This is an optimization exercise on Yosys and OpenROAD, whose aim is small area, a short achievable clock period and few clock cycles per item, not a production implementation.
At most, simulation tests tie the RTL to the original design; equivalence was not proved.
Power figures rest on the tool's default switching activity, not on a simulated workload.

==> flow/design.v (excerpt) <==
module window_hit_test_move_to_front_top #(
   parameter int WINDOWS = wht_pkg::WINDOWS_DEFAULT
) (
   input  logic                        clock,
   input  logic                        reset,
   input  logic                        req_valid,
   output logic                        req_ready,
   input  logic                        req_command,
   input  logic [wht_pkg::ID_BITS-1:0] req_window_index,
   input  logic [wht_pkg::X_BITS-1:0]  req_rect_left,
   input  logic [wht_pkg::Y_BITS-1:0]  req_rect_bottom,
   input  logic [wht_pkg::X_BITS-1:0]  req_rect_right,
   input  logic [wht_pkg::Y_BITS-1:0]  req_rect_top,
   input  logic [wht_pkg::X_BITS-1:0]  req_point_x,
   input  logic [wht_pkg::Y_BITS-1:0]  req_point_y,
   output logic                        rsp_valid,
   input  logic                        rsp_ready,
   output logic                        rsp_hit,
   output logic [wht_pkg::ID_BITS-1:0] rsp_selected_window
);
   localparam int QDEPTH = 4;
   localparam int RES_BITS = 1 + wht_pkg::ID_BITS;
   logic                          ready_ff;
   logic                          accept;
   logic                          s1_load_ff, s1_click_ff;
   logic [wht_pkg::ID_BITS-1:0]   s1_idx_ff;
   logic [wht_pkg::X_BITS-1:0]    s1_x_ff;
   logic [wht_pkg::Y_BITS-1:0]    s1_y_ff;
   logic [wht_pkg::X_BITS-1:0]    s1_x_n_ff;
  ...
Size in the first run: about 3300 cells after synthesis, roughly 970 flip-flops, roughly 85 I/O pins, ~0.040 mm2 of cells after synthesis.
Settings: LEC_CHECK=0, CAP_MARGIN=20, CORE_MARGIN=2, CORE_UTILIZATION=60, CTS_CLUSTER_DIAMETER=60, CTS_CLUSTER_SIZE=30, SETUP_SLACK_MARGIN=3.5, SLEW_MARGIN=20; clock period 6.0 ns.
standard.sh (not shown) runs the stock make flow with config.mk's settings and CLKGATE_MAP_FILE= SYNTH_SCRIPT=/design/flow/synth_recipe.tcl, a recipe that flattens the netlist after the stock synthesis.
==> flow/flow/run.sh <==
#!/bin/bash
# The standard layout with two changes: clock tree synthesis adds no dummy loads to balance
# the leaf buffers, and the ports are buffered with buf_2 rather than the delay buffer that
# buffer_ports picks by itself. The ORFS output goes to standard.log.
set -euo pipefail
export CTS_ARGS="-sink_clustering_enable -repair_clock_nets -dont_use_dummy_load -sink_clustering_size 30 -sink_clustering_max_diameter 60"
export BUFFER_PORTS_ARGS="-buffer_cell sky130_fd_sc_hd__buf_2"
bash standard.sh > standard.log 2>&1
Testbench counts at the start, summed over its fixed seeds: cycles 24,024, items 24,000.
Next try:
==> flow/run.sh (new file) <==
#!/bin/bash
# synth_recipe.tcl (not shown) runs the flow's synth.tcl, then flattens the netlist and writes it again
# the make line also repeats each setting of config.mk as NAME=value (left out here)
make -C /OpenROAD-flow-scripts/flow DESIGN_CONFIG=/design/flow/config.mk WORK_HOME=/design/flow/orfs CLKGATE_MAP_FILE= SYNTH_SCRIPT=/design/flow/synth_recipe.tcl finish
Settings changed: TNS_END_PERCENT set to 10.
removed: flow/flow/run.sh
removed: flow/standard.sh
After rerunning:
- die area stays the same
- worst setup slack is worse by 0.070 ns
- non-clock buffer count went up by 20
- clock power went up by about a fifth
- critical path depth is lower by 8
- total power rises by a few percent
- synthesized cell count stays the same
- register-to-register slack is about the same


Setup of juniper:
The RTL this note starts from:
==> flow/design.v <==
package wht_pkg;
   localparam int X_BITS = 12;
   localparam int Y_BITS = 11;
   localparam int ID_BITS = 4;
   localparam int WINDOWS_DEFAULT = 16;
   localparam logic CMD_LOAD = 1'b0;
   localparam logic CMD_CLICK = 1'b1;
   localparam int RECT_BITS = 2 * X_BITS + 2 * Y_BITS;
   localparam int ENTRY_BITS = 1 + ID_BITS + RECT_BITS;
endpackage
module wht_gt #(
   parameter int W = 12
) (
   input  logic [W-1:0] a,
   input  logic [W-1:0] b_n,
   output logic         gt
);
   logic [15:0] g, p;
   always_comb begin
      g = '0;
      p = '1;
      g[W-1:0] = a & b_n;
      p[W-1:0] = a | b_n;
      for (int lvl = 0; lvl < 4; lvl++) begin
         for (int k = 0; k < (8 >> lvl); k++) begin
            g[k] = g[2*k+1] | (p[2*k+1] & g[2*k]);
            p[k] = p[2*k+1] & p[2*k];
         end
      end
      gt = g[0];
   end
endmodule
module wht_cell (
   input  logic                           clock,
   input  logic                           reset,
   input  logic                           write,
   input  logic [wht_pkg::RECT_BITS-1:0]  wr_rect,
   input  logic [wht_pkg::X_BITS-1:0]     op_x,
   input  logic [wht_pkg::Y_BITS-1:0]     op_y,
   input  logic [wht_pkg::X_BITS-1:0]     op_x_n,
   input  logic [wht_pkg::Y_BITS-1:0]     op_y_n,
   output logic                           holds
);
   logic                          valid_ff;
   logic [wht_pkg::X_BITS-1:0]    left_ff, right_n_ff;
   logic [wht_pkg::Y_BITS-1:0]    bottom_ff, top_n_ff;
   logic [wht_pkg::X_BITS-1:0]    wr_left, wr_right;
   logic [wht_pkg::Y_BITS-1:0]    wr_bottom, wr_top;
   logic                          left_gt, right_lt, bottom_gt, top_lt;
   assign {wr_left, wr_bottom, wr_right, wr_top} = wr_rect;
   always_ff @(posedge clock) begin
      if (reset) begin
         valid_ff <= 1'b0;
      end else if (write) begin
         valid_ff <= 1'b1;
      end
   end
   always_ff @(posedge clock) begin
      if (write) begin
         left_ff    <= wr_left;
         bottom_ff  <= wr_bottom;
         right_n_ff <= ~wr_right;
         top_n_ff   <= ~wr_top;
      end
   end
   wht_gt #(.W(wht_pkg::X_BITS)) u_left   (.a(left_ff),   .b_n(op_x_n),     .gt(left_gt));
   wht_gt #(.W(wht_pkg::X_BITS)) u_right  (.a(op_x),      .b_n(right_n_ff), .gt(right_lt));
   wht_gt #(.W(wht_pkg::Y_BITS)) u_bottom (.a(bottom_ff), .b_n(op_y_n),     .gt(bottom_gt));
   wht_gt #(.W(wht_pkg::Y_BITS)) u_top    (.a(op_y),      .b_n(top_n_ff),   .gt(top_lt));
   assign holds = valid_ff && !left_gt && !right_lt && !bottom_gt && !top_lt;
endmodule
module window_hit_test_move_to_front_top #(
   parameter int WINDOWS = wht_pkg::WINDOWS_DEFAULT
) (
   input  logic                        clock,
   input  logic                        reset,
   input  logic                        req_valid,
   output logic                        req_ready,
   input  logic                        req_command,
   input  logic [wht_pkg::ID_BITS-1:0] req_window_index,
   input  logic [wht_pkg::X_BITS-1:0]  req_rect_left,
   input  logic [wht_pkg::Y_BITS-1:0]  req_rect_bottom,
   input  logic [wht_pkg::X_BITS-1:0]  req_rect_right,
   input  logic [wht_pkg::Y_BITS-1:0]  req_rect_top,
   input  logic [wht_pkg::X_BITS-1:0]  req_point_x,
   input  logic [wht_pkg::Y_BITS-1:0]  req_point_y,
   output logic                        rsp_valid,
   input  logic                        rsp_ready,
   output logic                        rsp_hit,
   output logic [wht_pkg::ID_BITS-1:0] rsp_selected_window
);
   localparam int QDEPTH = 4;
   localparam int RES_BITS = 1 + wht_pkg::ID_BITS;
   logic                          ready_ff;
   logic                          accept;
   logic                          s1_load_ff, s1_click_ff;
   logic [wht_pkg::ID_BITS-1:0]   s1_idx_ff;
   logic [wht_pkg::RECT_BITS-1:0] s1_rect_ff;
   logic [wht_pkg::X_BITS-1:0]    s1_x_ff;
   logic [wht_pkg::Y_BITS-1:0]    s1_y_ff;
   assign accept = req_valid && ready_ff;
   always_ff @(posedge clock) begin
      if (reset) begin
         s1_load_ff  <= 1'b0;
         s1_click_ff <= 1'b0;
      end else begin
         s1_load_ff  <= accept && (req_command == wht_pkg::CMD_LOAD);
         s1_click_ff <= accept && (req_command == wht_pkg::CMD_CLICK);
      end
   end
   always_ff @(posedge clock) begin
      s1_idx_ff  <= req_window_index;
      s1_rect_ff <= {req_rect_left, req_rect_bottom, req_rect_right, req_rect_top};
      s1_x_ff    <= req_point_x;
      s1_y_ff    <= req_point_y;
   end
   logic [WINDOWS-1:0] holds;
   logic [WINDOWS-1:0] s1_onehot;
   logic [WINDOWS-1:0] s2_vec_in;
   for (genvar w = 0; w < WINDOWS; w++) begin : g_win
      assign s1_onehot[w] = (s1_idx_ff == w);
      wht_cell u_cell (
         .clock  (clock),
         .reset  (reset),
         .write  (s1_load_ff && s1_onehot[w]),
         .wr_rect(s1_rect_ff),
         .op_x   (s1_x_ff),
         .op_y   (s1_y_ff),
         .op_x_n (~s1_x_ff),
         .op_y_n (~s1_y_ff),
         .holds  (holds[w])
      );
      assign s2_vec_in[w] = s1_load_ff ? s1_onehot[w] : (s1_click_ff && holds[w]);
   end
   logic               s2_click_ff;
   logic [WINDOWS-1:0] s2_vec_ff;
   always_ff @(posedge clock) begin
      if (reset) begin
         s2_click_ff <= 1'b0;
      end else begin
         s2_click_ff <= s1_click_ff;
      end
   end
   always_ff @(posedge clock) begin
      s2_vec_ff <= s2_vec_in;
   end
   logic [WINDOWS-1:0] above_ff [WINDOWS];
   logic [WINDOWS-1:0] above [WINDOWS];
   logic [WINDOWS-1:0] sel;
   always_comb begin
      for (int i = 0; i < WINDOWS; i++) begin
         for (int j = 0; j < WINDOWS; j++) begin
            if (i < j) above[i][j] = above_ff[i][j];
            else if (i > j) above[i][j] = !above_ff[j][i];
            else above[i][j] = 1'b0;
         end
      end
   end
   always_comb begin
      for (int w = 0; w < WINDOWS; w++) begin
         logic covered;
         covered = 1'b0;
         for (int v = 0; v < WINDOWS; v++) begin
            if (v != w) covered = covered | (s2_vec_ff[v] & above[v][w]);
         end
         sel[w] = s2_vec_ff[w] & !covered;
      end
   end
   always_ff @(posedge clock) begin
      for (int i = 0; i < WINDOWS; i++) begin
         for (int j = i + 1; j < WINDOWS; j++) begin
            above_ff[i][j] <= sel[i] | (above_ff[i][j] & !sel[j]);
         end
      end
   end
   logic                        res_hit;
   logic [wht_pkg::ID_BITS-1:0] res_id;
   always_comb begin
      res_id = '0;
      for (int w = 0; w < WINDOWS; w++) begin
         res_id = res_id | (sel[w] ? wht_pkg::ID_BITS'(w) : '0);
      end
   end
   assign res_hit = |s2_vec_ff;
   logic [RES_BITS-1:0] q_ff [QDEPTH];
   logic [2:0]          cnt_ff, cnt_in, cnt_pop;
   logic                rsp_valid_ff;
   logic                pop, push;
   logic [2:0]          occ;
   assign pop = rsp_valid_ff && rsp_ready;
   assign push = s2_click_ff;
   assign cnt_pop = cnt_ff - {2'b00, pop};
   assign cnt_in = cnt_pop + {2'b00, push};
   always_ff @(posedge clock) begin
      for (int k = 0; k < QDEPTH; k++) begin
         if (push && (cnt_pop == k)) begin
            q_ff[k] <= {res_hit, res_id};
         end else if (pop) begin
            q_ff[k] <= (k + 1 < QDEPTH) ? q_ff[(k + 1) % QDEPTH] : q_ff[k];
         end
      end
   end
   assign occ = cnt_in + {2'b00, s1_click_ff}
                + {2'b00, accept && (req_command == wht_pkg::CMD_CLICK)};
   always_ff @(posedge clock) begin
      if (reset) begin
         cnt_ff       <= '0;
         rsp_valid_ff <= 1'b0;
         ready_ff     <= 1'b1;
      end else begin
         cnt_ff       <= cnt_in;
         rsp_valid_ff <= (cnt_in != 0);
         ready_ff     <= (occ < QDEPTH);
      end
   end
   assign req_ready = ready_ff;
   assign rsp_valid = rsp_valid_ff;
   assign rsp_hit = q_ff[0][RES_BITS-1];
   assign rsp_selected_window = q_ff[0][wht_pkg::ID_BITS-1:0];
endmodule
export LEC_CHECK = 0
export CAP_MARGIN = 20
export CORE_MARGIN = 2
export CORE_UTILIZATION = 40
export SETUP_SLACK_MARGIN = 3.5
export SLEW_MARGIN = 20
create_clock -name core_clock -period 6.0 [get_ports {clock}]
run.sh (not shown) runs the stock make flow with config.mk's settings and CLKGATE_MAP_FILE= SYNTH_SCRIPT=/design/flow/synth_recipe.tcl, a recipe that flattens the netlist after the stock synthesis.
Stock flow here: none of the scripts above is used.
Changes in onyx relative to juniper:
- removing SETUP_SLACK_MARGIN (formerly 3.5)
## What came out
onyx does worse than juniper on worst slew margin relative to its limit. onyx vs juniper — logic gate share of total power dropped 1.3 points. As far as multi-input logic portion of the cell area is concerned, juniper and onyx perform about the same. juniper → onyx: sequential share of layout area increased by 3.3 points relative to the old numbers, final area now sits lower, sum of negative setup slack essentially unchanged.
No run of this note included a check of the RTL's function; only the layout flow was run.

## separate check: timing with driven ports
How much do the figures lean on ideal ports? The routed layouts below were timed once more, with nothing changed but the port constraints.
Step 1: set_driving_cell puts a clkbuf_16 on clock and a buf_2 on each other input, an assumption about the parent block.
Step 2 moves the port delays by t, midway between the first and last clock arrival at a register: inputs arrive t later, outputs are due t later. That takes back most of the time a late clock gives input paths.
Three values: ideal ports, drivers, drivers and shift; two values: the first two.
run | shift t [ns] | slack for setup (ns) | hold WS [ns]
the first run of note 1 | 0.723 | 3.318 / 3.318 / 2.867 | 0.445 / 0.445 / 0.445
the second run of note 1 | 0.722 | 3.248 / 3.177 / 2.603 | 0.449 / 0.449 / 0.449
juniper | 0.761 | 3.224 / 3.224 / 3.097 | 0.446 / 0.446 / 0.446
onyx | 0.758 | 2.350 / 2.350 / 2.329 | 0.463 / 0.463 / 0.463
After both steps setup and hold are still met in every run listed. The setup slack of the second run of note 1, which loses most, moves by -0.071 ns with the drivers and by -0.645 ns with both steps.
